What follows belongs to an exercise in optimizing a design on an open flow for small area, a short achievable clock period and few clock cycles per item; a production flow would make more cautious choices. No functional check of the RTL was part of any run shown here. Power figures rest on the tool's default switching activity, not on a simulated workload.

## flow/design.v (module list and top-level ports; edited modules follow where they fit)
// module mac_fa: 10 lines
// module mac_aoi21: 3 lines
// module mac_oai21: 3 lines
// module mac_nand2: 3 lines
// module mac_nor2: 3 lines
// module mac_ha: 9 lines
// module wallace_mac: 1992 lines
module wallace_mac (
    input  wire        clk,
    input  wire        arst_n,
    input  wire        req,
    output logic       ack,
    input  wire [15:0] a,
    input  wire [15:0] b,
    input  wire [31:0] acc,
    input  wire        cin,
    output logic [32:0] result
);
  // ...
==> flow/flow/run.sh <==
#!/bin/bash
# The standard layout (the standard.sh: ORFS synthesis and place and route,
# unchanged), except that the port buffers that global placement inserts on
# every input and output use a plain buffer cell rather than the delay cell
# the resizer would pick by default.
set -euo pipefail
export BUFFER_PORTS_ARGS="-buffer_cell ${PORT_BUFFER:-sky130_fd_sc_hd__buf_2}"
bash standard.sh > standard_flow.log 2>&1
==> flow/standard.sh <==
#!/bin/bash
# synth_recipe.tcl (not shown) runs the flow's synth.tcl, then flattens the netlist and writes it again
# the make line also repeats each setting of config.mk as NAME=value (left out here)
make -C /OpenROAD-flow-scripts/flow DESIGN_CONFIG=/design/flow/config.mk WORK_HOME=/design/flow/orfs CLKGATE_MAP_FILE= SYNTH_SCRIPT=/design/flow/synth_recipe.tcl "${@:-finish}"
==> flow/config.mk <==
export PLATFORM = sky130hd
export DESIGN_NAME = wallace_mac
export DESIGN_NICKNAME = wallace_mac
export VERILOG_FILES = /design/flow/design.v
export SDC_FILE = /design/flow/constraint.sdc
export NUM_CORES = 4
export LEC_CHECK = 0
export CAP_MARGIN = 20
export CORE_MARGIN = 2
export CORE_UTILIZATION = 40
export CTS_BUF_LIST = sky130_fd_sc_hd__clkbuf_8
export SETUP_SLACK_MARGIN = 2.0
export SLEW_MARGIN = 20
export SYNTH_HIERARCHICAL = 1
export SYNTH_MINIMUM_KEEP_SIZE = 0
==> flow/constraint.sdc <==
create_clock -name core_clock -period 6.0 [get_ports {clk}]
set_input_delay 1.2000 -clock core_clock [delete_from_list [all_inputs] [get_ports {clk}]]
set_output_delay 1.2000 -clock core_clock [all_outputs]
set_load 0.01 [all_outputs]
==> flow_summary.ini, run 1 <==
[clock_network]
cts-resized-gates = 32

[timing]
fin_crit_ns = 3.94
hold_ws_ns = 0.582
maxClockFrequency_ghz = 0.254
layout_setup_ws_ns = 2.06
relSlewSlack = 0.311

[yosys]
synth_common_cells = nand2_1, fa_1, dfxtp_1
synth_top_family_by_area = adder cells
synth-xor-area-share = 0.0262
ys_seq_elements = 76

[cells_and_area]
nClkBuffers = 9
area_dominant_class = multi-input gates
fin_util = 0.438
n_fill_cell = 2318
seq_share = 0.142
nonClockInverterCount = 67
buf_share = 0.0621
clock_cell_area_share = 0.0200

[routing]
detail-route-antenna-nets = 0
wl_microns = 22900
wl_met3_microns = 1440

[power_and_ir_drop]
p_per_area_mw_per_mm2 = 631
power.switching_uw = 3330
power_leader = combinational logic

[die]
die_x_microns = 162
fp-row-count = 57

[critical_path]
arrival_ns = 4.19

[run_status]
outcome = no timing/DRC/antenna violations
==> inputs of run 2 (changes only) <==
--- a/flow/design.v
+++ b/flow/design.v
@@ -1010,62 +1010,52 @@
     wire P3_30;
     wire G3_31;
     wire P3_31;
     wire i_G3_7;
     wire G4_8;
     wire G4_9;
     wire G4_10;
     wire G4_11;
-    wire G3_7d1;
     wire G4_12;
-    wire i_G3_7d1;
     wire G4_13;
     wire G4_14;
     wire G4_15;
     wire i_G3_23;
     wire G4_24;
     wire i_P3_23;
     wire P4_24;
     wire G4_25;
     wire P4_25;
     wire G4_26;
     wire P4_26;
     wire G4_27;
     wire P4_27;
-    wire G3_23d1;
     wire G4_28;
     wire P4_28;
-    wire i_G3_23d1;
     wire G4_29;
     wire P4_29;
     wire G4_30;
     wire P4_30;
     wire G4_31;
     wire P4_31;
     wire G5_16;
     wire i_G4_15;
     wire G5_17;
     wire G5_18;
     wire G5_19;
-    wire G4_15d1;
-    wire i_G4_15d1;
     wire G5_20;
     wire G5_21;
     wire G5_22;
     wire G5_23;
-    wire G4_15d2;
-    wire i_G4_15d2;
     wire G5_24;
     wire G5_25;
     wire G5_26;
     wire G5_27;
-    wire G4_15d3;
     wire G5_28;
-    wire i_G4_15d3;
     wire G5_29;
     wire G5_30;
     wire G5_31;
     wire s_0;
     wire s_1;
     wire s_2;
     wire s_3;
     wire s_4;
@@ -1122,59 +1112,54 @@
     logic r_fs_189;
     logic r_fc_188;
     logic r_fc_155;
     logic r_fs_190;
     logic r_fc_189;
     logic r_fc_157;
     logic r_fs_191;
     logic r_fc_190;
+    logic r_fs_199;
+    logic r_fc_203;
+    logic r_fs_204;
+    logic r_fc_204;
+    logic r_fs_205;
+    logic r_fc_205;
+    logic r_fs_206;
     logic r_fc_206;
     logic r_fs_207;
     logic r_fc_207;
     logic r_fs_208;
     logic r_fc_208;
     logic r_fs_219;
     logic r_fs_220;
     logic r_fc_219;
     logic r_fs_221;
     logic r_fc_220;
     logic r_fs_222;
     logic r_fc_221;
-    logic r_g0_10;
-    logic r_p0_10;
-    logic r_p0_27;
-    logic r_g0_27;
-    logic r_G1_9;
-    logic r_P1_9;
-    logic r_p0_30;
-    logic r_i_G1_29;
-    logic r_g0_30;
-    logic r_i_P1_29;
-    logic r_P1_31;
-    logic r_G1_29;
-    logic r_G1_31;
-    logic r_P1_29;
+    logic r_fs_223;
+    logic r_fc_222;
+    logic r_fs_224;
+    logic r_fc_223;
+    logic r_fs_225;
+    logic r_fc_224;
+    logic r_fs_226;
+    logic r_fc_225;
+    logic r_nacc_31;
+    logic r_fc_226;
     logic r_P2_7;
     logic r_G2_3;
     logic r_G2_7;
-    logic r_p0_28;
-    logic r_g0_28;
-    logic r_p0_8;
-    logic r_g0_8;
+    logic r_p0_1;
+    logic r_p0_4;
     logic r_p0_7;
     logic r_G3_6;
-    logic r_p0_9;
-    logic r_p0_29;
-    logic r_p0_31;
-    logic r_s_0;
-    logic r_s_1;
     logic r_s_2;
     logic r_s_3;
-    logic r_s_4;
     logic r_s_5;
     logic r_s_6;
     assign pp_0_0 = ~(a[0] & b[0]);
     assign pp_0_1 = ~(a[0] & b[1]);
     assign pp_0_2 = ~(a[0] & b[2]);
     assign pp_0_3 = ~(a[0] & b[3]);
     assign pp_0_4 = ~(a[0] & b[4]);
     assign pp_0_5 = ~(a[0] & b[5]);
@@ -1687,80 +1672,52 @@
     mac_fa u_fa_219 (.x(fs_161), .y(fs_192), .z(fc_191), .s(fs_219), .c(fc_219));
     mac_fa u_fa_220 (.x(fc_161), .y(fs_193), .z(fc_192), .s(fs_220), .c(fc_220));
     mac_fa u_fa_221 (.x(fc_163), .y(fs_194), .z(fc_193), .s(fs_221), .c(fc_221));
     mac_fa u_fa_222 (.x(fc_165), .y(fs_195), .z(fc_194), .s(fs_222), .c(fc_222));
     mac_fa u_fa_223 (.x(fc_167), .y(fs_196), .z(fc_195), .s(fs_223), .c(fc_223));
     mac_fa u_fa_224 (.x(fc_169), .y(fs_197), .z(fc_196), .s(fs_224), .c(fc_224));
     mac_fa u_fa_225 (.x(fs_198), .y(fc_170), .z(fc_197), .s(fs_225), .c(fc_225));
     mac_fa u_fa_226 (.x(nacc_30), .y(pp_15_15), .z(fc_198), .s(fs_226), .c(fc_226));
-    assign p0_0 = ~fs_199;
     assign g0_1 = fc_199 & fs_200;
     assign p0_1 = fc_199 ^ fs_200;
     assign g0_2 = fc_200 & hs_13;
     assign p0_2 = fc_200 ^ hs_13;
     assign g0_3 = hc_13 & hs_14;
     assign p0_3 = hc_13 ^ hs_14;
     assign g0_4 = hc_14 & hs_15;
     assign p0_4 = hc_14 ^ hs_15;
     assign g0_5 = hc_15 & fs_201;
     assign p0_5 = hc_15 ^ fs_201;
     assign g0_6 = fc_201 & fs_202;
     assign p0_6 = fc_201 ^ fs_202;
     assign g0_7 = fc_202 & fs_203;
     assign p0_7 = fc_202 ^ fs_203;
-    assign g0_8 = fc_203 & fs_204;
-    assign p0_8 = fc_203 ^ fs_204;
-    assign g0_9 = fc_204 & fs_205;
-    assign p0_9 = fc_204 ^ fs_205;
-    assign g0_10 = fc_205 & fs_206;
-    assign p0_10 = fc_205 ^ fs_206;
-    assign g0_27 = fs_223 & fc_222;
-    assign p0_27 = fs_223 ^ fc_222;
-    assign g0_28 = fs_224 & fc_223;
-    assign p0_28 = fs_224 ^ fc_223;
-    assign g0_29 = fs_225 & fc_224;
-    assign p0_29 = fs_225 ^ fc_224;
-    assign g0_30 = fs_226 & fc_225;
-    assign p0_30 = fs_226 ^ fc_225;
-    assign g0_31 = nacc_31 & fc_226;
-    assign p0_31 = nacc_31 ^ fc_226;
     assign G1_1 = g0_1 | (p0_1 & 1'b1);
     mac_aoi21 u_G1_3 (.a(p0_3), .b(g0_2), .c(g0_3), .y(G1_3));
     mac_nand2 u_P1_3 (.a(p0_3), .b(p0_2), .y(P1_3));
     mac_aoi21 u_G1_5 (.a(p0_5), .b(g0_4), .c(g0_5), .y(G1_5));
     mac_nand2 u_P1_5 (.a(p0_5), .b(p0_4), .y(P1_5));
     mac_aoi21 u_G1_7 (.a(p0_7), .b(g0_6), .c(g0_7), .y(G1_7));
     mac_nand2 u_P1_7 (.a(p0_7), .b(p0_6), .y(P1_7));
-    mac_aoi21 u_G1_9 (.a(p0_9), .b(g0_8), .c(g0_9), .y(G1_9));
-    mac_nand2 u_P1_9 (.a(p0_9), .b(p0_8), .y(P1_9));
-    mac_aoi21 u_G1_29 (.a(p0_29), .b(g0_28), .c(g0_29), .y(G1_29));
-    mac_nand2 u_P1_29 (.a(p0_29), .b(p0_28), .y(P1_29));
-    mac_aoi21 u_G1_31 (.a(p0_31), .b(g0_30), .c(g0_31), .y(G1_31));
-    mac_nand2 u_P1_31 (.a(p0_31), .b(p0_30), .y(P1_31));
     mac_aoi21 u_G2_2 (.a(p0_2), .b(G1_1), .c(g0_2), .y(G2_2));
     assign i_G1_1 = ~G1_1;
     mac_oai21 u_G2_3 (.a(P1_3), .b(i_G1_1), .c(G1_3), .y(G2_3));
     assign i_G1_5 = ~G1_5;
     mac_aoi21 u_G2_6 (.a(p0_6), .b(i_G1_5), .c(g0_6), .y(G2_6));
     assign i_P1_5 = ~P1_5;
     mac_nand2 u_P2_6 (.a(p0_6), .b(i_P1_5), .y(P2_6));
     mac_oai21 u_G2_7 (.a(P1_7), .b(G1_5), .c(G1_7), .y(G2_7));
     mac_nor2 u_P2_7 (.a(P1_7), .b(P1_5), .y(P2_7));
-    assign i_G1_29 = ~G1_29;
-    assign i_P1_29 = ~P1_29;
     mac_aoi21 u_G3_4 (.a(p0_4), .b(G2_3), .c(g0_4), .y(G3_4));
     assign i_G2_3 = ~G2_3;
     mac_oai21 u_G3_5 (.a(P1_5), .b(i_G2_3), .c(G1_5), .y(G3_5));
     mac_oai21 u_G3_6 (.a(P2_6), .b(i_G2_3), .c(G2_6), .y(G3_6));
-    assign s_0 = ~(p0_0 ^ 1'b1);
-    assign s_1 = ~(p0_1 ^ 1'b1);
     assign s_2 = ~(p0_2 ^ G1_1);
     assign s_3 = p0_3 ^ G2_2;
-    assign s_4 = ~(p0_4 ^ G2_3);
     assign s_5 = p0_5 ^ G3_4;
     assign s_6 = ~(p0_6 ^ G3_5);
     always_ff @(posedge clk) begin
         r_fs_141 <= fs_141;
         r_fc_181 <= fc_181;
         r_fs_182 <= fs_182;
         r_fs_143 <= fs_143;
         r_fc_182 <= fc_182;
@@ -1784,72 +1741,74 @@
         r_fs_189 <= fs_189;
         r_fc_188 <= fc_188;
         r_fc_155 <= fc_155;
         r_fs_190 <= fs_190;
         r_fc_189 <= fc_189;
         r_fc_157 <= fc_157;
         r_fs_191 <= fs_191;
         r_fc_190 <= fc_190;
+        r_fs_199 <= fs_199;
+        r_fc_203 <= fc_203;
+        r_fs_204 <= fs_204;
+        r_fc_204 <= fc_204;
+        r_fs_205 <= fs_205;
+        r_fc_205 <= fc_205;
+        r_fs_206 <= fs_206;
         r_fc_206 <= fc_206;
         r_fs_207 <= fs_207;
         r_fc_207 <= fc_207;
         r_fs_208 <= fs_208;
         r_fc_208 <= fc_208;
         r_fs_219 <= fs_219;
         r_fs_220 <= fs_220;
         r_fc_219 <= fc_219;
         r_fs_221 <= fs_221;
         r_fc_220 <= fc_220;
         r_fs_222 <= fs_222;
         r_fc_221 <= fc_221;
-        r_g0_10 <= g0_10;
-        r_p0_10 <= p0_10;
-        r_p0_27 <= p0_27;
-        r_g0_27 <= g0_27;
-        r_G1_9 <= G1_9;
-        r_P1_9 <= P1_9;
-        r_p0_30 <= p0_30;
-        r_i_G1_29 <= i_G1_29;
-        r_g0_30 <= g0_30;
-        r_i_P1_29 <= i_P1_29;
-        r_P1_31 <= P1_31;
-        r_G1_29 <= G1_29;
-        r_G1_31 <= G1_31;
-        r_P1_29 <= P1_29;
+        r_fs_223 <= fs_223;
+        r_fc_222 <= fc_222;
+        r_fs_224 <= fs_224;
+        r_fc_223 <= fc_223;
+        r_fs_225 <= fs_225;
+        r_fc_224 <= fc_224;
+        r_fs_226 <= fs_226;
+        r_fc_225 <= fc_225;
+        r_nacc_31 <= nacc_31;
+        r_fc_226 <= fc_226;
         r_P2_7 <= P2_7;
         r_G2_3 <= G2_3;
         r_G2_7 <= G2_7;
-        r_p0_28 <= p0_28;
-        r_g0_28 <= g0_28;
-        r_p0_8 <= p0_8;
-        r_g0_8 <= g0_8;
+        r_p0_1 <= p0_1;
+        r_p0_4 <= p0_4;
         r_p0_7 <= p0_7;
         r_G3_6 <= G3_6;
-        r_p0_9 <= p0_9;
-        r_p0_29 <= p0_29;
-        r_p0_31 <= p0_31;
-        r_s_0 <= s_0;
-        r_s_1 <= s_1;
         r_s_2 <= s_2;
         r_s_3 <= s_3;
-        r_s_4 <= s_4;
         r_s_5 <= s_5;
         r_s_6 <= s_6;
     end
     mac_fa u_fa_209 (.x(r_fs_141), .y(r_fc_181), .z(r_fs_182), .s(fs_209), .c(fc_209));
     mac_fa u_fa_210 (.x(r_fs_143), .y(r_fc_182), .z(r_fs_183), .s(fs_210), .c(fc_210));
     mac_fa u_fa_211 (.x(r_fs_145), .y(r_fc_183), .z(r_fs_184), .s(fs_211), .c(fc_211));
     mac_fa u_fa_212 (.x(r_fs_147), .y(r_fc_184), .z(r_fs_185), .s(fs_212), .c(fc_212));
     mac_fa u_fa_213 (.x(r_fs_149), .y(r_fc_185), .z(r_fs_186), .s(fs_213), .c(fc_213));
     mac_fa u_fa_214 (.x(r_fs_151), .y(r_fc_186), .z(r_fs_187), .s(fs_214), .c(fc_214));
     mac_fa u_fa_215 (.x(r_fs_153), .y(r_fc_187), .z(r_fs_188), .s(fs_215), .c(fc_215));
     mac_fa u_fa_216 (.x(r_fc_153), .y(r_fs_189), .z(r_fc_188), .s(fs_216), .c(fc_216));
     mac_fa u_fa_217 (.x(r_fc_155), .y(r_fs_190), .z(r_fc_189), .s(fs_217), .c(fc_217));
     mac_fa u_fa_218 (.x(r_fc_157), .y(r_fs_191), .z(r_fc_190), .s(fs_218), .c(fc_218));
+    assign p0_0 = ~r_fs_199;
+    assign g0_8 = r_fc_203 & r_fs_204;
+    assign p0_8 = r_fc_203 ^ r_fs_204;
+    assign g0_9 = r_fc_204 & r_fs_205;
+    assign p0_9 = r_fc_204 ^ r_fs_205;
+    assign g0_10 = r_fc_205 & r_fs_206;
+    assign p0_10 = r_fc_205 ^ r_fs_206;
     assign g0_11 = r_fc_206 & r_fs_207;
     assign p0_11 = r_fc_206 ^ r_fs_207;
     assign g0_12 = r_fc_207 & r_fs_208;
     assign p0_12 = r_fc_207 ^ r_fs_208;
     assign g0_13 = r_fc_208 & fs_209;
     assign p0_13 = r_fc_208 ^ fs_209;
     assign g0_14 = fc_209 & fs_210;
     assign p0_14 = fc_209 ^ fs_210;
@@ -1872,40 +1831,56 @@
     assign g0_23 = r_fs_219 & fc_218;
     assign p0_23 = r_fs_219 ^ fc_218;
     assign g0_24 = r_fs_220 & r_fc_219;
     assign p0_24 = r_fs_220 ^ r_fc_219;
     assign g0_25 = r_fs_221 & r_fc_220;
     assign p0_25 = r_fs_221 ^ r_fc_220;
     assign g0_26 = r_fs_222 & r_fc_221;
     assign p0_26 = r_fs_222 ^ r_fc_221;
-    mac_aoi21 u_G1_11 (.a(p0_11), .b(r_g0_10), .c(g0_11), .y(G1_11));
-    mac_nand2 u_P1_11 (.a(p0_11), .b(r_p0_10), .y(P1_11));
+    assign g0_27 = r_fs_223 & r_fc_222;
+    assign p0_27 = r_fs_223 ^ r_fc_222;
+    assign g0_28 = r_fs_224 & r_fc_223;
+    assign p0_28 = r_fs_224 ^ r_fc_223;
+    assign g0_29 = r_fs_225 & r_fc_224;
+    assign p0_29 = r_fs_225 ^ r_fc_224;
+    assign g0_30 = r_fs_226 & r_fc_225;
+    assign p0_30 = r_fs_226 ^ r_fc_225;
+    assign g0_31 = r_nacc_31 & r_fc_226;
+    assign p0_31 = r_nacc_31 ^ r_fc_226;
+    mac_aoi21 u_G1_9 (.a(p0_9), .b(g0_8), .c(g0_9), .y(G1_9));
+    mac_nand2 u_P1_9 (.a(p0_9), .b(p0_8), .y(P1_9));
+    mac_aoi21 u_G1_11 (.a(p0_11), .b(g0_10), .c(g0_11), .y(G1_11));
+    mac_nand2 u_P1_11 (.a(p0_11), .b(p0_10), .y(P1_11));
     mac_aoi21 u_G1_13 (.a(p0_13), .b(g0_12), .c(g0_13), .y(G1_13));
     mac_nand2 u_P1_13 (.a(p0_13), .b(p0_12), .y(P1_13));
     mac_aoi21 u_G1_15 (.a(p0_15), .b(g0_14), .c(g0_15), .y(G1_15));
     mac_nand2 u_P1_15 (.a(p0_15), .b(p0_14), .y(P1_15));
     mac_aoi21 u_G1_17 (.a(p0_17), .b(g0_16), .c(g0_17), .y(G1_17));
     mac_nand2 u_P1_17 (.a(p0_17), .b(p0_16), .y(P1_17));
     mac_aoi21 u_G1_19 (.a(p0_19), .b(g0_18), .c(g0_19), .y(G1_19));
     mac_nand2 u_P1_19 (.a(p0_19), .b(p0_18), .y(P1_19));
     mac_aoi21 u_G1_21 (.a(p0_21), .b(g0_20), .c(g0_21), .y(G1_21));
     mac_nand2 u_P1_21 (.a(p0_21), .b(p0_20), .y(P1_21));
     mac_aoi21 u_G1_23 (.a(p0_23), .b(g0_22), .c(g0_23), .y(G1_23));
     mac_nand2 u_P1_23 (.a(p0_23), .b(p0_22), .y(P1_23));
     mac_aoi21 u_G1_25 (.a(p0_25), .b(g0_24), .c(g0_25), .y(G1_25));
     mac_nand2 u_P1_25 (.a(p0_25), .b(p0_24), .y(P1_25));
-    mac_aoi21 u_G1_27 (.a(r_p0_27), .b(g0_26), .c(r_g0_27), .y(G1_27));
-    mac_nand2 u_P1_27 (.a(r_p0_27), .b(p0_26), .y(P1_27));
-    assign i_G1_9 = ~r_G1_9;
-    mac_aoi21 u_G2_10 (.a(r_p0_10), .b(i_G1_9), .c(r_g0_10), .y(G2_10));
-    assign i_P1_9 = ~r_P1_9;
-    mac_nand2 u_P2_10 (.a(r_p0_10), .b(i_P1_9), .y(P2_10));
-    mac_oai21 u_G2_11 (.a(P1_11), .b(r_G1_9), .c(G1_11), .y(G2_11));
-    mac_nor2 u_P2_11 (.a(P1_11), .b(r_P1_9), .y(P2_11));
+    mac_aoi21 u_G1_27 (.a(p0_27), .b(g0_26), .c(g0_27), .y(G1_27));
+    mac_nand2 u_P1_27 (.a(p0_27), .b(p0_26), .y(P1_27));
+    mac_aoi21 u_G1_29 (.a(p0_29), .b(g0_28), .c(g0_29), .y(G1_29));
+    mac_nand2 u_P1_29 (.a(p0_29), .b(p0_28), .y(P1_29));
+    mac_aoi21 u_G1_31 (.a(p0_31), .b(g0_30), .c(g0_31), .y(G1_31));
+    mac_nand2 u_P1_31 (.a(p0_31), .b(p0_30), .y(P1_31));
+    assign i_G1_9 = ~G1_9;
+    mac_aoi21 u_G2_10 (.a(p0_10), .b(i_G1_9), .c(g0_10), .y(G2_10));
+    assign i_P1_9 = ~P1_9;
+    mac_nand2 u_P2_10 (.a(p0_10), .b(i_P1_9), .y(P2_10));
+    mac_oai21 u_G2_11 (.a(P1_11), .b(G1_9), .c(G1_11), .y(G2_11));
+    mac_nor2 u_P2_11 (.a(P1_11), .b(P1_9), .y(P2_11));
     assign i_G1_13 = ~G1_13;
     mac_aoi21 u_G2_14 (.a(p0_14), .b(i_G1_13), .c(g0_14), .y(G2_14));
     assign i_P1_13 = ~P1_13;
     mac_nand2 u_P2_14 (.a(p0_14), .b(i_P1_13), .y(P2_14));
     mac_oai21 u_G2_15 (.a(P1_15), .b(G1_13), .c(G1_15), .y(G2_15));
     mac_nor2 u_P2_15 (.a(P1_15), .b(P1_13), .y(P2_15));
     assign i_G1_17 = ~G1_17;
     mac_aoi21 u_G2_18 (.a(p0_18), .b(i_G1_17), .c(g0_18), .y(G2_18));
@@ -1920,20 +1895,22 @@
     mac_oai21 u_G2_23 (.a(P1_23), .b(G1_21), .c(G1_23), .y(G2_23));
     mac_nor2 u_P2_23 (.a(P1_23), .b(P1_21), .y(P2_23));
     assign i_G1_25 = ~G1_25;
     mac_aoi21 u_G2_26 (.a(p0_26), .b(i_G1_25), .c(g0_26), .y(G2_26));
     assign i_P1_25 = ~P1_25;
     mac_nand2 u_P2_26 (.a(p0_26), .b(i_P1_25), .y(P2_26));
     mac_oai21 u_G2_27 (.a(P1_27), .b(G1_25), .c(G1_27), .y(G2_27));
     mac_nor2 u_P2_27 (.a(P1_27), .b(P1_25), .y(P2_27));
-    mac_aoi21 u_G2_30 (.a(r_p0_30), .b(r_i_G1_29), .c(r_g0_30), .y(G2_30));
-    mac_nand2 u_P2_30 (.a(r_p0_30), .b(r_i_P1_29), .y(P2_30));
-    mac_oai21 u_G2_31 (.a(r_P1_31), .b(r_G1_29), .c(r_G1_31), .y(G2_31));
-    mac_nor2 u_P2_31 (.a(r_P1_31), .b(r_P1_29), .y(P2_31));
+    assign i_G1_29 = ~G1_29;
+    mac_aoi21 u_G2_30 (.a(p0_30), .b(i_G1_29), .c(g0_30), .y(G2_30));
+    assign i_P1_29 = ~P1_29;
+    mac_nand2 u_P2_30 (.a(p0_30), .b(i_P1_29), .y(P2_30));
+    mac_oai21 u_G2_31 (.a(P1_31), .b(G1_29), .c(G1_31), .y(G2_31));
+    mac_nor2 u_P2_31 (.a(P1_31), .b(P1_29), .y(P2_31));
     mac_aoi21 u_G3_7 (.a(r_P2_7), .b(r_G2_3), .c(r_G2_7), .y(G3_7));
     mac_aoi21 u_G3_12 (.a(p0_12), .b(G2_11), .c(g0_12), .y(G3_12));
     mac_nand2 u_P3_12 (.a(p0_12), .b(P2_11), .y(P3_12));
     assign i_G2_11 = ~G2_11;
     mac_oai21 u_G3_13 (.a(P1_13), .b(i_G2_11), .c(G1_13), .y(G3_13));
     assign i_P2_11 = ~P2_11;
     mac_nor2 u_P3_13 (.a(P1_13), .b(i_P2_11), .y(P3_13));
     mac_oai21 u_G3_14 (.a(P2_14), .b(i_G2_11), .c(G2_14), .y(G3_14));
@@ -1945,101 +1922,94 @@
     assign i_G2_19 = ~G2_19;
     mac_oai21 u_G3_21 (.a(P1_21), .b(i_G2_19), .c(G1_21), .y(G3_21));
     assign i_P2_19 = ~P2_19;
     mac_nor2 u_P3_21 (.a(P1_21), .b(i_P2_19), .y(P3_21));
     mac_oai21 u_G3_22 (.a(P2_22), .b(i_G2_19), .c(G2_22), .y(G3_22));
     mac_nor2 u_P3_22 (.a(P2_22), .b(i_P2_19), .y(P3_22));
     mac_aoi21 u_G3_23 (.a(P2_23), .b(G2_19), .c(G2_23), .y(G3_23));
     mac_nand2 u_P3_23 (.a(P2_23), .b(P2_19), .y(P3_23));
-    mac_aoi21 u_G3_28 (.a(r_p0_28), .b(G2_27), .c(r_g0_28), .y(G3_28));
-    mac_nand2 u_P3_28 (.a(r_p0_28), .b(P2_27), .y(P3_28));
+    mac_aoi21 u_G3_28 (.a(p0_28), .b(G2_27), .c(g0_28), .y(G3_28));
+    mac_nand2 u_P3_28 (.a(p0_28), .b(P2_27), .y(P3_28));
     assign i_G2_27 = ~G2_27;
-    mac_oai21 u_G3_29 (.a(r_P1_29), .b(i_G2_27), .c(r_G1_29), .y(G3_29));
+    mac_oai21 u_G3_29 (.a(P1_29), .b(i_G2_27), .c(G1_29), .y(G3_29));
     assign i_P2_27 = ~P2_27;
-    mac_nor2 u_P3_29 (.a(r_P1_29), .b(i_P2_27), .y(P3_29));
+    mac_nor2 u_P3_29 (.a(P1_29), .b(i_P2_27), .y(P3_29));
     mac_oai21 u_G3_30 (.a(P2_30), .b(i_G2_27), .c(G2_30), .y(G3_30));
     mac_nor2 u_P3_30 (.a(P2_30), .b(i_P2_27), .y(P3_30));
     mac_aoi21 u_G3_31 (.a(P2_31), .b(G2_27), .c(G2_31), .y(G3_31));
     mac_nand2 u_P3_31 (.a(P2_31), .b(P2_27), .y(P3_31));
     assign i_G3_7 = ~G3_7;
-    mac_aoi21 u_G4_8 (.a(r_p0_8), .b(i_G3_7), .c(r_g0_8), .y(G4_8));
-    mac_oai21 u_G4_9 (.a(r_P1_9), .b(G3_7), .c(r_G1_9), .y(G4_9));
+    mac_aoi21 u_G4_8 (.a(p0_8), .b(i_G3_7), .c(g0_8), .y(G4_8));
+    mac_oai21 u_G4_9 (.a(P1_9), .b(G3_7), .c(G1_9), .y(G4_9));
     mac_oai21 u_G4_10 (.a(P2_10), .b(G3_7), .c(G2_10), .y(G4_10));
     mac_aoi21 u_G4_11 (.a(P2_11), .b(i_G3_7), .c(G2_11), .y(G4_11));
-    mac_aoi21 u_G3_7d1 (.a(r_P2_7), .b(r_G2_3), .c(r_G2_7), .y(G3_7d1));
-    mac_oai21 u_G4_12 (.a(P3_12), .b(G3_7d1), .c(G3_12), .y(G4_12));
-    assign i_G3_7d1 = ~G3_7d1;
-    mac_aoi21 u_G4_13 (.a(P3_13), .b(i_G3_7d1), .c(G3_13), .y(G4_13));
-    mac_aoi21 u_G4_14 (.a(P3_14), .b(i_G3_7d1), .c(G3_14), .y(G4_14));
-    mac_oai21 u_G4_15 (.a(P3_15), .b(G3_7d1), .c(G3_15), .y(G4_15));
+    mac_oai21 u_G4_12 (.a(P3_12), .b(G3_7), .c(G3_12), .y(G4_12));
+    mac_aoi21 u_G4_13 (.a(P3_13), .b(i_G3_7), .c(G3_13), .y(G4_13));
+    mac_aoi21 u_G4_14 (.a(P3_14), .b(i_G3_7), .c(G3_14), .y(G4_14));
+    mac_oai21 u_G4_15 (.a(P3_15), .b(G3_7), .c(G3_15), .y(G4_15));
     assign i_G3_23 = ~G3_23;
     mac_aoi21 u_G4_24 (.a(p0_24), .b(i_G3_23), .c(g0_24), .y(G4_24));
     assign i_P3_23 = ~P3_23;
     mac_nand2 u_P4_24 (.a(p0_24), .b(i_P3_23), .y(P4_24));
     mac_oai21 u_G4_25 (.a(P1_25), .b(G3_23), .c(G1_25), .y(G4_25));
     mac_nor2 u_P4_25 (.a(P1_25), .b(P3_23), .y(P4_25));
     mac_oai21 u_G4_26 (.a(P2_26), .b(G3_23), .c(G2_26), .y(G4_26));
     mac_nor2 u_P4_26 (.a(P2_26), .b(P3_23), .y(P4_26));
     mac_aoi21 u_G4_27 (.a(P2_27), .b(i_G3_23), .c(G2_27), .y(G4_27));
     mac_nand2 u_P4_27 (.a(P2_27), .b(i_P3_23), .y(P4_27));
-    mac_aoi21 u_G3_23d1 (.a(P2_23), .b(G2_19), .c(G2_23), .y(G3_23d1));
-    mac_oai21 u_G4_28 (.a(P3_28), .b(G3_23d1), .c(G3_28), .y(G4_28));
+    mac_oai21 u_G4_28 (.a(P3_28), .b(G3_23), .c(G3_28), .y(G4_28));
     mac_nor2 u_P4_28 (.a(P3_28), .b(P3_23), .y(P4_28));
-    assign i_G3_23d1 = ~G3_23d1;
-    mac_aoi21 u_G4_29 (.a(P3_29), .b(i_G3_23d1), .c(G3_29), .y(G4_29));
+    mac_aoi21 u_G4_29 (.a(P3_29), .b(i_G3_23), .c(G3_29), .y(G4_29));
     mac_nand2 u_P4_29 (.a(P3_29), .b(i_P3_23), .y(P4_29));
-    mac_aoi21 u_G4_30 (.a(P3_30), .b(i_G3_23d1), .c(G3_30), .y(G4_30));
+    mac_aoi21 u_G4_30 (.a(P3_30), .b(i_G3_23), .c(G3_30), .y(G4_30));
     mac_nand2 u_P4_30 (.a(P3_30), .b(i_P3_23), .y(P4_30));
-    mac_oai21 u_G4_31 (.a(P3_31), .b(G3_23d1), .c(G3_31), .y(G4_31));
+    mac_oai21 u_G4_31 (.a(P3_31), .b(G3_23), .c(G3_31), .y(G4_31));
     mac_nor2 u_P4_31 (.a(P3_31), .b(P3_23), .y(P4_31));
     mac_aoi21 u_G5_16 (.a(p0_16), .b(G4_15), .c(g0_16), .y(G5_16));
     assign i_G4_15 = ~G4_15;
     mac_oai21 u_G5_17 (.a(P1_17), .b(i_G4_15), .c(G1_17), .y(G5_17));
     mac_oai21 u_G5_18 (.a(P2_18), .b(i_G4_15), .c(G2_18), .y(G5_18));
     mac_aoi21 u_G5_19 (.a(P2_19), .b(G4_15), .c(G2_19), .y(G5_19));
-    mac_oai21 u_G4_15d1 (.a(P3_15), .b(G3_7d1), .c(G3_15), .y(G4_15d1));
-    assign i_G4_15d1 = ~G4_15d1;
-    mac_oai21 u_G5_20 (.a(P3_20), .b(i_G4_15d1), .c(G3_20), .y(G5_20));
-    mac_aoi21 u_G5_21 (.a(P3_21), .b(G4_15d1), .c(G3_21), .y(G5_21));
-    mac_aoi21 u_G5_22 (.a(P3_22), .b(G4_15d1), .c(G3_22), .y(G5_22));
-    mac_oai21 u_G5_23 (.a(P3_23), .b(i_G4_15d1), .c(G3_23), .y(G5_23));
-    mac_oai21 u_G4_15d2 (.a(P3_15), .b(G3_7d1), .c(G3_15), .y(G4_15d2));
-    assign i_G4_15d2 = ~G4_15d2;
-    mac_oai21 u_G5_24 (.a(P4_24), .b(i_G4_15d2), .c(G4_24), .y(G5_24));
-    mac_aoi21 u_G5_25 (.a(P4_25), .b(G4_15d2), .c(G4_25), .y(G5_25));
-    mac_aoi21 u_G5_26 (.a(P4_26), .b(G4_15d2), .c(G4_26), .y(G5_26));
-    mac_oai21 u_G5_27 (.a(P4_27), .b(i_G4_15d2), .c(G4_27), .y(G5_27));
-    mac_oai21 u_G4_15d3 (.a(P3_15), .b(G3_7d1), .c(G3_15), .y(G4_15d3));
-    mac_aoi21 u_G5_28 (.a(P4_28), .b(G4_15d3), .c(G4_28), .y(G5_28));
-    assign i_G4_15d3 = ~G4_15d3;
-    mac_oai21 u_G5_29 (.a(P4_29), .b(i_G4_15d3), .c(G4_29), .y(G5_29));
-    mac_oai21 u_G5_30 (.a(P4_30), .b(i_G4_15d3), .c(G4_30), .y(G5_30));
-    mac_aoi21 u_G5_31 (.a(P4_31), .b(G4_15d3), .c(G4_31), .y(G5_31));
+    mac_oai21 u_G5_20 (.a(P3_20), .b(i_G4_15), .c(G3_20), .y(G5_20));
+    mac_aoi21 u_G5_21 (.a(P3_21), .b(G4_15), .c(G3_21), .y(G5_21));
+    mac_aoi21 u_G5_22 (.a(P3_22), .b(G4_15), .c(G3_22), .y(G5_22));
+    mac_oai21 u_G5_23 (.a(P3_23), .b(i_G4_15), .c(G3_23), .y(G5_23));
+    mac_oai21 u_G5_24 (.a(P4_24), .b(i_G4_15), .c(G4_24), .y(G5_24));
+    mac_aoi21 u_G5_25 (.a(P4_25), .b(G4_15), .c(G4_25), .y(G5_25));
+    mac_aoi21 u_G5_26 (.a(P4_26), .b(G4_15), .c(G4_26), .y(G5_26));
+    mac_oai21 u_G5_27 (.a(P4_27), .b(i_G4_15), .c(G4_27), .y(G5_27));
+    mac_aoi21 u_G5_28 (.a(P4_28), .b(G4_15), .c(G4_28), .y(G5_28));
+    mac_oai21 u_G5_29 (.a(P4_29), .b(i_G4_15), .c(G4_29), .y(G5_29));
+    mac_oai21 u_G5_30 (.a(P4_30), .b(i_G4_15), .c(G4_30), .y(G5_30));
+    mac_aoi21 u_G5_31 (.a(P4_31), .b(G4_15), .c(G4_31), .y(G5_31));
+    assign s_0 = ~(p0_0 ^ 1'b1);
+    assign s_1 = ~(r_p0_1 ^ 1'b1);
+    assign s_4 = ~(r_p0_4 ^ r_G2_3);
     assign s_7 = ~(r_p0_7 ^ r_G3_6);
-    assign s_8 = r_p0_8 ^ G3_7;
-    assign s_9 = r_p0_9 ^ G4_8;
-    assign s_10 = ~(r_p0_10 ^ G4_9);
+    assign s_8 = p0_8 ^ G3_7;
+    assign s_9 = p0_9 ^ G4_8;
+    assign s_10 = ~(p0_10 ^ G4_9);
     assign s_11 = ~(p0_11 ^ G4_10);
     assign s_12 = p0_12 ^ G4_11;
     assign s_13 = ~(p0_13 ^ G4_12);
     assign s_14 = p0_14 ^ G4_13;
     assign s_15 = p0_15 ^ G4_14;
     assign s_16 = ~(p0_16 ^ G4_15);
     assign s_17 = p0_17 ^ G5_16;
     assign s_18 = ~(p0_18 ^ G5_17);
     assign s_19 = ~(p0_19 ^ G5_18);
     assign s_20 = p0_20 ^ G5_19;
     assign s_21 = ~(p0_21 ^ G5_20);
     assign s_22 = p0_22 ^ G5_21;
     assign s_23 = p0_23 ^ G5_22;
     assign s_24 = ~(p0_24 ^ G5_23);
     assign s_25 = ~(p0_25 ^ G5_24);
     assign s_26 = p0_26 ^ G5_25;
-    assign s_27 = r_p0_27 ^ G5_26;
-    assign s_28 = ~(r_p0_28 ^ G5_27);
-    assign s_29 = r_p0_29 ^ G5_28;
-    assign s_30 = ~(r_p0_30 ^ G5_29);
-    assign s_31 = ~(r_p0_31 ^ G5_30);
+    assign s_27 = p0_27 ^ G5_26;
+    assign s_28 = ~(p0_28 ^ G5_27);
+    assign s_29 = p0_29 ^ G5_28;
+    assign s_30 = ~(p0_30 ^ G5_29);
+    assign s_31 = ~(p0_31 ^ G5_30);
     assign s_32 = 1'b0 ^ G5_31;
-    assign result = {s_32, s_31, s_30, s_29, s_28, s_27, s_26, s_25, s_24, s_23, s_22, s_21, s_20, s_19, s_18, s_17, s_16, s_15, s_14, s_13, s_12, s_11, s_10, s_9, s_8, s_7, r_s_6, r_s_5, r_s_4, r_s_3, r_s_2, r_s_1, r_s_0};
+    assign result = {s_32, s_31, s_30, s_29, s_28, s_27, s_26, s_25, s_24, s_23, s_22, s_21, s_20, s_19, s_18, s_17, s_16, s_15, s_14, s_13, s_12, s_11, s_10, s_9, s_8, s_7, r_s_6, r_s_5, s_4, r_s_3, r_s_2, s_1, s_0};
 endmodule
 `default_nettype wire
==> run 2 against run 1 <==
Effect of this change:
- still clean
- critical path depth increased by 4
- cell count decreased by 0.69%
- final area decreased by 1.5%
- synthesized area decreased by 1.5%
- worst hold slack improved by 0.0078 ns
- sequential cell count decreased by 5
- routed wire length increased by 0.20%
- combinational power increased by 4.2%
- core utilization decreased by 0.39 points
- total power increased by 1.1%
- global-route usage increased by 0.20 points
- critical path type is now reg2out
- largest power group unchanged
- highest routed layer unchanged
==> flow_summary.ini, run 2 <==
[run_status]
outcome = no timing/DRC/antenna violations

[clock_network]
cts_buffer_depth = 2
clkTransAtPathRegs_ns = 0.08
cts_buffers = 9
cts_max_level = 3
cts_hold_buf = 0
clockRootBuffer = clkbuf_8
tritoncts = built
cts_sinks = 71

[yosys]
synthTopCellsByArea = fa_1, dfxtp_1, nand2_1
synth_common_cells = nand2_1, fa_1, dfxtp_1
netlist_instances = 918
synth.avg_cell_area_sq_um = 10.8
ys_async_sr_fraction = 0.0141
yosysMostFrequentCell = nand2_1
yosysTopAreaCellShare = 0.488
yosysWarnings = 7
synth_cell_types = 16
synth_flop_cell = dfxtp_1
yosysTopAreaCell = fa_1
synth_edf_count = 0
ys_seq_area_frac = 0.144
ys_seq_elements = 71
synthesis.area_sq_mm = 0.00989

[worst_hold_path]
hold_class = in2async

[cells_and_area]
drive_above_1_share = 0.241
layout_commonest_cell = nand2_1
fin_nets = 1303
final_cell_mix = nand2_1, fa_1, buf_2
area_delta_synth_final_pct = 6.82

[critical_path]
crit_type = reg2out
worstSetupStartpointType = flop
startpoint = r_fc_181$_DFF_P_
critPathMaxFanout = 8
arrival_ns = 2.81
end_kind = output pin
critPathRequiredTime_ns = 4.80

[routing]
viasPerCell = 4.92
drt-pass1-iter-count = 5
wl_microns = 22900
detail-route-antenna-nets = 0
drc = 0
vias = 6353
wl_per_cell_microns = 17.7
drtIter0Drc = 317

[place]
dp_hpwl_microns = 18000
place_congestion = 0.820
io_buffers = 101
pre_cts_slack_ns = 1.62

[die]
die-area_sq_mm = 0.0260
die_x_microns = 161
fp-row-count = 57
coreArea_sq_mm = 0.0243
die_h_microns = 161
design.portCount = 102
initial_core_util = 0.407

[timing]
maxClockFrequency_ghz = 0.249
relSlewSlack = 0.594
fin_crit_ns = 4.01
finalCritPeriodShare = 0.669
setup_violations = 0
tightest_slew_ns = 0.609
slew_viol_final = 0
setup_tns_ns = 0
rsz0062_at_grt = true
layout_setup_ws_ns = 1.99
hold_viol_final = 0

[flow_run]
max_cap_viol_count = 0

[global_routing]
grt_pass1_vias = 7060
grt_usage = 0.184
antenna_found_initial = 1
grt_first_pass_wirelength_microns = 37000
grt-ovfl-total = 0
grt_max_degree = 17

[power_and_ir_drop]
p_per_area_mw_per_mm2 = 647
vdd_drop_max_uv = 339
p_leak_uw = 0.00409
==> run 2: logic make-up after synthesis <==
group                      count (synthesis)  synth area share
AOI/OAI and AO/OA                         79            0.0578
xor gates and xnor gates                  30            0.0266
adders and majority gates                273             0.528
buffers and inverters                    159             0.123
DFF                                       71             0.144
other                                      1          0.000379
and+or+nand+nor                          305             0.120
==> run 2: path summary, 6_finish.rpt <==
| path | endpoint | slack (ns) | cells after the start |
|---|---|---|---|
| max in group asynchronous | ack$_DFF_PN0_ | 5.33 | 1 |
| min | ack$_DFF_PN0_ | 0.59 | 1 |
| max | result[21] | 1.99 | 11 |
| min in group core_clock | ack$_DFF_PN0_ | 0.94 | 1 |
==> run 2: stage by stage <==
stage,std cells,power [uW],hold slack (ns),util,cell area (sq um)
after floorplan,932,4740,0.904,-,9980
after global placement,1260,5280,0.975,0.407,9900
after detailed placement,1260,5340,0.975,0.407,9900
after CTS,1284,6290,0.570,0.423,10300
after global routing,1291,7550,0.571,0.434,10600
final,1292,6840,0.590,0.435,10600
==> run 2: Yosys stat by module, one instance, submodules excluded <==
module | area, sq um | cells
mac_fa | 20.0 | 1
wallace_mac | 4310 | 549
mac_oai21 | 5.00 | 1
mac_aoi21 | 8.76 | 1
mac_nand2 | 3.75 | 1
mac_nor2 | 3.75 | 1
==> run 2: layer usage <==
layer / share of wire / GRT usage / up-vias / routed length, microns
met5: 0 / 0 / - / 0
met4: 0.014 / 0.0450 / 0 / 331
met3: 0.062 / 0.0357 / 27 / 1410
met2: 0.49 / 0.303 / 217 / 11300
met1: 0.43 / 0.253 / 3316 / 9900
li1: - / - / 2793 / -
==> run 2: where the power goes <==
part / internal [uW] / leakage, uW / switching, uW
Clock: 162 / 0.0000849 / 198
Combinational: 2590 / 0.00341 / 3070
Sequential: 724 / 0.000600 / 92.4
==> run 2: cell type report <==
cell class / instances / area, sq um
clock buffer: 10 / 138
sequential: 71 / 1430
fill: 2312 / 13800
multi-input combinational: 702 / 7610
timing repair buffer: 116 / 698
clock inverter: 6 / 45.0
tap: 324 / 405
inverter: 62 / 236
antenna: 1 / 2.50
==> run 2: timing repair <==
action	CTS	global route
gates resized for setup	27	41
pin swaps	21	20
gates cloned	0	1
endpoints found under the setup margin	17	27
hold endpoints to repair	0	0
buffers inserted	8	6
==> run 2: worst max-delay path, stage by stage, from the launching register on <==
cell	delay [ns]
dfxtp_2	0.32
fa_1	0.52
ha_4	0.33
nand2_4	0.07
nor2_4	0.13
nand2_2	0.07
o21ai_4	0.27
clkinvlp_4	0.16
buf_12	0.17
o21ai_4	0.12
xnor2_1	0.13
buf_2	0.15

[re-timing with driven ports]
Ports are ideal in the flow. The routed layouts listed here were re-timed in OpenROAD. Step 1 sets driving cells, clkbuf_16 on the clock port and buf_2 on the other inputs (assumed; they add their load-dependent delay and slew). Step 2 adds t to the input delays and takes it off the output delays; t is the mean of the earliest and latest rising clock arrival at the registers after step 1. Input paths then give back, and output paths get back, about the clock's delay inside the block. Slacks: ideal ports / drivers / drivers and shift; pairs: ideal ports / drivers.
run | t (ns) | slack for setup (ns) | worst setup path at the end | clock arrival spread, ns | slew at the worst register clock pin (ns)
run 1 | 0.415 | 2.062 / 2.049 / 1.654 | input to register | 0.014 / 0.014 | 0.09 / 0.09
run 2 | 0.404 | 1.985 / 1.949 / 1.656 | input to register | 0.022 / 0.022 | 0.10 / 0.10
After both steps setup and hold are still met in every run listed. For run 1, which loses most, drivers alone change the setup slack by -0.013 ns; drivers and shift together by -0.408 ns.
